From an optimization exercise on the open Yosys and OpenROAD flow, aimed at small area and a short achievable clock period; shortcuts taken in it are not production practice.

== trial 97 ==
// sdf_fft_top
module sdf_fft_top
(
	input  logic        CLK,
	input  logic        RST,
	input  logic        valid_i,	 
	input  logic [23:0] data_i,	 
	output logic        valid_o,
	output logic        first_o,	 
	output logic [31:0] data_o	 
)
;
	localparam logic [3:0] LAG = 4'd15;
	logic        v0;
	logic        v1;
	logic        v2;
	logic        vt;
	logic        v3;
	logic [23:0] d0;
	logic [25:0] d1;
	logic [27:0] d2;
	logic [27:0] dt;
	logic [29:0] d3;
	logic [3:0]  out_cnt;
	logic [3:0]  out_pos;
	logic        primed;	 
	logic        at_bin0;
	always_ff @(posedge CLK or posedge RST)
	begin
		if (RST)
			v0 <= 1'b0;
		else
			v0 <= valid_i;
	end
	always_ff @(posedge CLK)
		d0 <= data_i;
	sdf_bf_stage #(
		.DEPTH       (8),
		.ROT_MINUS_J (1'b1),
		.IW          (12),
		.OW          (13)
	) u_stage1 (
		.CLK     (CLK),
		.RST     (RST),
		.valid_i (v0),
		.data_i  (d0),
		.valid_o (v1),
		.data_o  (d1)
	);
Size in the first run: about 3700 cells after synthesis, about 800 flip-flops, ~61 I/O pins, ~44000 µm² of cells after synthesis.
Settings: LEC_CHECK=0, CAP_MARGIN=20, CORE_MARGIN=2, CORE_UTILIZATION=60, CTS_CLUSTER_DIAMETER=150, CTS_CLUSTER_SIZE=25, PLACE_DENSITY=0.7, SLEW_MARGIN=20; clock period 11.0 ns.
standard.sh (not shown) runs the stock make flow with config.mk's settings and CLKGATE_MAP_FILE= SYNTH_SCRIPT=/design/flow/synth_recipe.tcl, a recipe that flattens the netlist after the stock synthesis.
==> flow/flow/run.sh <==
#!/bin/bash
# Layout flow: the standard flow, with the port buffers made of buf_2
# cells instead of the resizer's default choice (a delay buffer).
# Timing repair aims for 7.7 ns of setup slack (a 3.3 ns cycle) instead of zero.
# Every step's full output goes to standard_flow.log in this folder.
set -euo pipefail
export BUFFER_PORTS_ARGS="-buffer_cell sky130_fd_sc_hd__buf_2"
export SETUP_SLACK_MARGIN=7.7
bash standard.sh > standard_flow.log 2>&1
Trial 97 completed end to end with timing, DRC and antenna clean.
#### Input delta (trial 52 over trial 97)
--- a/flow/design.v
+++ b/flow/design.v
@@ -31,53 +31,36 @@
 	input  logic [W-1:0] b_i,
 	input  logic         c_i,
 	output logic [W-1:0] s_o
 );
 	localparam int N = W + 1;	 
 	localparam int L = $clog2(N);	 
-	localparam int S = 2 * L;	 
 	logic [W-1:0]     p;
-	logic [S*N-1:0]   gg;	 
-	logic [S*N-1:0]   gp;	 
+	logic [(L+1)*N-1:0] gg;	 
+	logic [(L+1)*N-1:0] gp;	 
 	assign p = a_i ^ b_i;
 	assign gg[N-1:0] = {a_i & b_i, c_i};
 	assign gp[N-1:0] = {p, 1'b0};
 	for (genvar l = 0; l < L; l++)
-	begin : g_up
+	begin : g_lvl
 		for (genvar i = 0; i < N; i++)
 		begin : g_pos
-			if (((i + 1) % (2 << l)) == 0)
+			if ((i >> l) & 1)
 			begin : g_op
-				assign gg[(l+1)*N+i] = gg[l*N+i] | (gp[l*N+i] & gg[l*N+i-(1<<l)]);
-				assign gp[(l+1)*N+i] = gp[l*N+i] & gp[l*N+i-(1<<l)];
+				localparam int J = ((i >> l) << l) - 1;	 
+				assign gg[(l+1)*N+i] = gg[l*N+i] | (gp[l*N+i] & gg[l*N+J]);
+				assign gp[(l+1)*N+i] = gp[l*N+i] & gp[l*N+J];
 			end
 			else
 			begin : g_pass
 				assign gg[(l+1)*N+i] = gg[l*N+i];
 				assign gp[(l+1)*N+i] = gp[l*N+i];
 			end
 		end
 	end
-	for (genvar d = 0; d < L - 1; d++)
-	begin : g_dn
-		localparam int LV = L - 2 - d;	 
-		for (genvar i = 0; i < N; i++)
-		begin : g_pos
-			if (i >= (2 << LV) && ((i + 1) % (2 << LV)) == (1 << LV))
-			begin : g_op
-				assign gg[(L+d+1)*N+i] = gg[(L+d)*N+i] | (gp[(L+d)*N+i] & gg[(L+d)*N+i-(1<<LV)]);
-				assign gp[(L+d+1)*N+i] = gp[(L+d)*N+i] & gp[(L+d)*N+i-(1<<LV)];
-			end
-			else
-			begin : g_pass
-				assign gg[(L+d+1)*N+i] = gg[(L+d)*N+i];
-				assign gp[(L+d+1)*N+i] = gp[(L+d)*N+i];
-			end
-		end
-	end
-	assign s_o = p ^ gg[(S-1)*N +: W];
+	assign s_o = p ^ gg[L*N +: W];
 endmodule
 module sdf_bf_stage
 #(
 	parameter int DEPTH       = 8,	 
 	parameter bit ROT_MINUS_J = 1'b0,	 
 	parameter int IW          = 12,	 
@@ -335,13 +318,13 @@
 		b_k[0]  <= !(valid_i && !ck_q[0]);
 		b_k[1]  <= valid_i && ck_q[1];
 		b_case  <= {ck_q[0], ch_q[0], ck_q[1], ch_q[1]};
 		b_nu    <= {sr_q[2], si_q[2]};
 		b_nv    <= {sr_q[0], si_q[0]};
 	end
-	localparam int LC = 10;	 
+	localparam int LC = 6;	 
 	logic [27:0]    s_re, c_re, s_im, c_im;
 	logic [LC:0]    lo_re, lo_im;
 	logic [27:LC]   bs_re, bc_re, bs_im, bc_im;
 	logic           bk_re, bk_im;
 	logic [27-LC:0] p_re, p_im;
 	sdf_tw_tree u_tree_re (
@@ -777,19 +760,19 @@
 		.valid_i (v1),
 		.data_i  (d1),
 		.valid_o (v2),
 		.data_o  (d2)
 	);
 	sdf_twiddle_mul u_twiddle (	 
-		.CLK         (CLK),
+		.CLK     (CLK),
 		.RST         (RST),
-		.pre_valid_i (v1),	 
+		.pre_valid_i (v1),
 		.valid_i     (v2),
 		.data_i      (d2),
-		.valid_o     (vt),
-		.data_o      (dt)
+		.valid_o (vt),
+		.data_o  (dt)
 	);
 	sdf_bf_stage #(
 		.DEPTH       (2),
 		.ROT_MINUS_J (1'b1),
 		.IW          (14),
 		.OW          (15)
==> comparison <==
- Sequential share of cell area, trial 97 and trial 52: larger value in trial 52
- Diff trial 52..trial 97 | number of buffers and inverters on the critical path | unchanged
- Delay contributed by the slowest stage of the critical path, trial 97 and trial 52, higher one = trial 97.
- Relative to trial 97, final cell count without fillers has increased by 3.4% in trial 52.
- Changes observed in trial 52 relative to trial 97: critical path depth went down 13; final period demand of the worst path went down 0.025 ns; multi-input logic area went up about 0.6%.
- Cmp trial 52 vs trial 97: fraction of the mapped netlist area in simple logic gates higher in trial 52
- Routed wire in trial 52 totals more than in trial 97.
- Placed wire-length estimate after detailed placement grows by a few percent when moving from trial 97 to trial 52.
- Sort trial 97 and trial 52 by area added between synthesis and finish, ascending, and trial 52 comes first.
- As far as count of antenna diodes in the layout goes, trial 52 and trial 97 are indistinguishable; the numbers are identical.
Function was not checked in any run of this note: the RTL went through the layout flow alone.

[port drivers added, routing unchanged]
The flow's constraints put no driver on any port. The routed layouts listed below were extracted and timed again, unchanged, in two steps.
Step 1 (the two cells are an assumption about what drives the block):
set clk [get_ports {CLK}]
set_driving_cell -lib_cell sky130_fd_sc_hd__clkbuf_16 $clk
set_driving_cell -lib_cell sky130_fd_sc_hd__buf_2 [delete_from_list [all_inputs] $clk]
Step 2 times the ports against the registers' clock, not the clock port: input delays grow and output delays shrink by t, the midpoint of the rising clock arrivals with the driver on.
Slacks: ideal ports / drivers / drivers and shift; pairs: ideal ports / drivers.
run	t (ns)	slack for setup (ns)	worst register clock-pin slew, ns	worst data-port slew with drivers (ns)
trial 97	0.657	7.658 / 7.644 / 7.658	0.11 / 0.11	0.03
trial 52	0.667	7.683 / 7.620 / 7.702	0.11 / 0.11	0.03
After both steps every run listed still meets setup and hold.
